From an optimization exercise on the open Yosys and OpenROAD flow, aimed at small area and a short achievable clock period; shortcuts taken in it are not production practice.
At most, simulation tests tie the RTL to the original design; equivalence was not proved.

==> inputs of juniper <==
// grad_top
module grad_top (
    input  wire logic        clk,
    input  wire logic        rst,
    input  wire logic        in_valid,
    input  wire logic        sof,
    input  wire logic [7:0]  pixel,
    output logic             out_valid,
    output logic [32:0]      grad
);
    logic [7:0] sr [32];
    always_ff @(posedge clk) begin
        if (in_valid) begin
            sr[0] <= pixel;
            for (int i = 1; i < 32; i++)
                sr[i] <= sr[i-1];
        end
    end
    logic [3:0] col_cnt;
    logic [1:0] row_cnt;
    wire  [3:0] cur_col = sof ? 4'd0 : col_cnt;
    wire  [1:0] cur_row = sof ? 2'd0 : row_cnt;
    wire        interior = cur_row[1] && (cur_col >= 4'd2);
    always_ff @(posedge clk) begin
        if (!rst) begin
            col_cnt   <= '0;
            row_cnt   <= '0;
            out_valid <= 1'b0;
        end else begin
            out_valid <= in_valid && interior;
            if (in_valid) begin
                col_cnt <= cur_col + 4'd1;
                if (cur_col == 4'd15 && !cur_row[1])
                    row_cnt <= cur_row + 2'd1;
                else
                    row_cnt <= cur_row;
            end
        end
    end
    wire [7:0] absdiff_v_abs;
    wire [0:0] absdiff_v_lt;
    absdiff_v u_absdiff_v (.a({pixel[7], pixel[6], pixel[5], pixel[4], pixel[3], pixel[2], pixel[1], pixel[0]}), .b({sr[31][7], sr[31][6], sr[31][5], sr[31][4], sr[31][3], sr[31][2], sr[31][1], sr[31][0]}), .o_abs(absdiff_v_abs), .o_lt(absdiff_v_lt));
    wire [7:0] absdiff_h_abs;
    wire [0:0] absdiff_h_lt;
    absdiff_h u_absdiff_h (.a({sr[14][7], sr[14][6], sr[14][5], sr[14][4], sr[14][3], sr[14][2], sr[14][1], sr[14][0]}), .b({sr[16][7], sr[16][6], sr[16][5], sr[16][4], sr[16][3], sr[16][2], sr[16][1], sr[16][0]}), .o_abs(absdiff_h_abs), .o_lt(absdiff_h_lt));
    wire [7:0] av = {absdiff_v_abs[7], absdiff_v_abs[6], absdiff_v_abs[5], absdiff_v_abs[4], absdiff_v_abs[3], absdiff_v_abs[2], absdiff_v_abs[1], absdiff_v_abs[0]};
  ...
==> flow/config.mk <==
export PLATFORM = sky130hd
export DESIGN_NAME = grad_top
export DESIGN_NICKNAME = grad_top
export VERILOG_FILES = /design/flow/design.v
export SDC_FILE = /design/flow/constraint.sdc
export NUM_CORES = 4
export LEC_CHECK = 0
export CAP_MARGIN = 20
export CORE_MARGIN = 2
export CORE_UTILIZATION = 40
export CTS_CLUSTER_DIAMETER = 60
export CTS_CLUSTER_SIZE = 30
export SLEW_MARGIN = 20
export SYNTH_HIERARCHICAL = 1
==> flow/constraint.sdc <==
create_clock -name core_clock -period 26.0 [get_ports {clk}]
set_input_delay 5.2000 -clock core_clock [delete_from_list [all_inputs] [get_ports {clk}]]
set_output_delay 5.2000 -clock core_clock [all_outputs]
set_load 0.01 [all_outputs]
standard.sh (not shown) runs the stock make flow with config.mk's settings and CLKGATE_MAP_FILE= SYNTH_SCRIPT=/design/flow/synth_recipe.tcl, a recipe that flattens the netlist after the stock synthesis.
==> flow/flow/run.sh <==
#!/bin/bash
# The standard layout (the standard.sh: ORFS with the standard synthesis
# and the standard flow's config.mk and SDC), with a larger setup margin for ORFS's timing
# repair so that it keeps shortening paths past the design's generous period.
set -euo pipefail
MARGIN=$(cat flow/margin.txt)
bash standard.sh SETUP_SLACK_MARGIN=$MARGIN finish > standard.log 2>&1
==> flow/flow/margin.txt <==
14.5
==> inputs of quartz, as changes to juniper <==
--- a/flow/config.mk
+++ b/flow/config.mk
@@ -7,7 +7,7 @@
 export LEC_CHECK = 0
 export CAP_MARGIN = 20
 export CORE_MARGIN = 2
-export CORE_UTILIZATION = 40
+export CORE_UTILIZATION = 50
 export CTS_CLUSTER_DIAMETER = 60
 export CTS_CLUSTER_SIZE = 30
 export SLEW_MARGIN = 20
==> inputs of willow, as changes to juniper <==
==> flow/flow/margin.txt (replaced) <==
14.8
==> inputs of tundra, as changes to juniper <==
--- a/flow/config.mk
+++ b/flow/config.mk
@@ -8,7 +8,5 @@
 export CAP_MARGIN = 20
 export CORE_MARGIN = 2
 export CORE_UTILIZATION = 40
-export CTS_CLUSTER_DIAMETER = 60
-export CTS_CLUSTER_SIZE = 30
 export SLEW_MARGIN = 20
 export SYNTH_HIERARCHICAL = 1
==> summary of the runs <==
- First-iteration DRC count, highest first: quartz, juniper, tundra, willow.
- The lowest clock-buffer cell count belongs to juniper, the highest to tundra.
- Between willow and juniper, the lower via count is in juniper (gap about 0.5%, measured against juniper).
- The lowest cell count belongs to quartz, the highest to willow.
- Synthesized cell count is the same in willow and tundra.
Testbench counts of juniper, summed over its fixed seeds: latency cycles 75,055, results 75,055.
Testbench counts of quartz, summed over its fixed seeds: latency cycles 75,055, results 75,055.
Testbench counts of willow, summed over its fixed seeds: latency cycles 75,055, results 75,055.
Testbench counts of tundra, summed over its fixed seeds: latency cycles 75,055, results 75,055.


==> run a <==
grad_top, a different RTL version from the one above (not shown whole).
export LEC_CHECK = 0
export CAP_MARGIN = 20
export CORE_MARGIN = 2
export CORE_UTILIZATION = 40
export SLEW_MARGIN = 20
export SYNTH_HIERARCHICAL = 1
create_clock -name core_clock -period 26.0 [get_ports {clk}]
==> flow/flow/margin.txt <==
14
Scripts as last shown in full above: flow/flow/run.sh
==> inputs of run b, as changes to run a <==
==> flow/flow/margin.txt (replaced) <==
15.5
==> summary.txt <==
quantity                                                          run a      run b
Number of inserted filler cells in the final layout                7986       7659
Maximum number of pins on one net before global-route repair        120         88
WHS Endpoint                                                     r2_ovf      r2_vz
Post-route setup slack                                         14.13 ns   14.59 ns
Outcome                                no timing/DRC/antenna violations  no timing/DRC/antenna violations
Clock-pin slew on the worst setup and hold paths                0.06 ns    0.07 ns
Final Skew                                                    0.0289 ns  0.0198 ns
Hold_sp                                                          r1_ovf      r1_vz
Met3 track demand over resource in global routing                 2.10%      2.27%
Starting DRT DRC Count                                             1537       1577
Global-route wire length before repair                        119000 um  125000 um
Average detailed-routed wire length per instance                16.3 um    16.5 um
No functional check of the RTL was part of any run of this note.

static timing again, ports no longer ideal:
The results above use ideal ports. As a check the final layouts listed here were re-extracted and re-timed, cells and wires unchanged. Step 1 assumes that a clkbuf_16 drives the clock port and a buf_2 every other input. Step 2, shift: input delay + t, output delay - t, t = (earliest + latest rising clock arrival at the registers) / 2. This alone moves slack from input paths to output paths. Three values: ideal ports, drivers, drivers and shift; two values: the first two.
run	t (ns)	slack for setup (ns)	worst slew at a driven data input, ns
juniper	0.657	14.746 / 14.692 / 14.123	0.05
quartz	0.634	14.761 / 14.714 / 14.161	0.05
willow	0.611	14.789 / 14.732 / 14.439	0.06
tundra	0.619	14.707 / 14.702 / 14.120	0.05
run a	0.635	14.134 / 14.073 / 13.793	0.05
run b	0.627	14.591 / 14.535 / 14.231	0.06
After both steps every run listed still meets setup and hold. For juniper, which loses most, drivers alone change the setup slack by -0.054 ns; drivers and shift together by -0.623 ns.
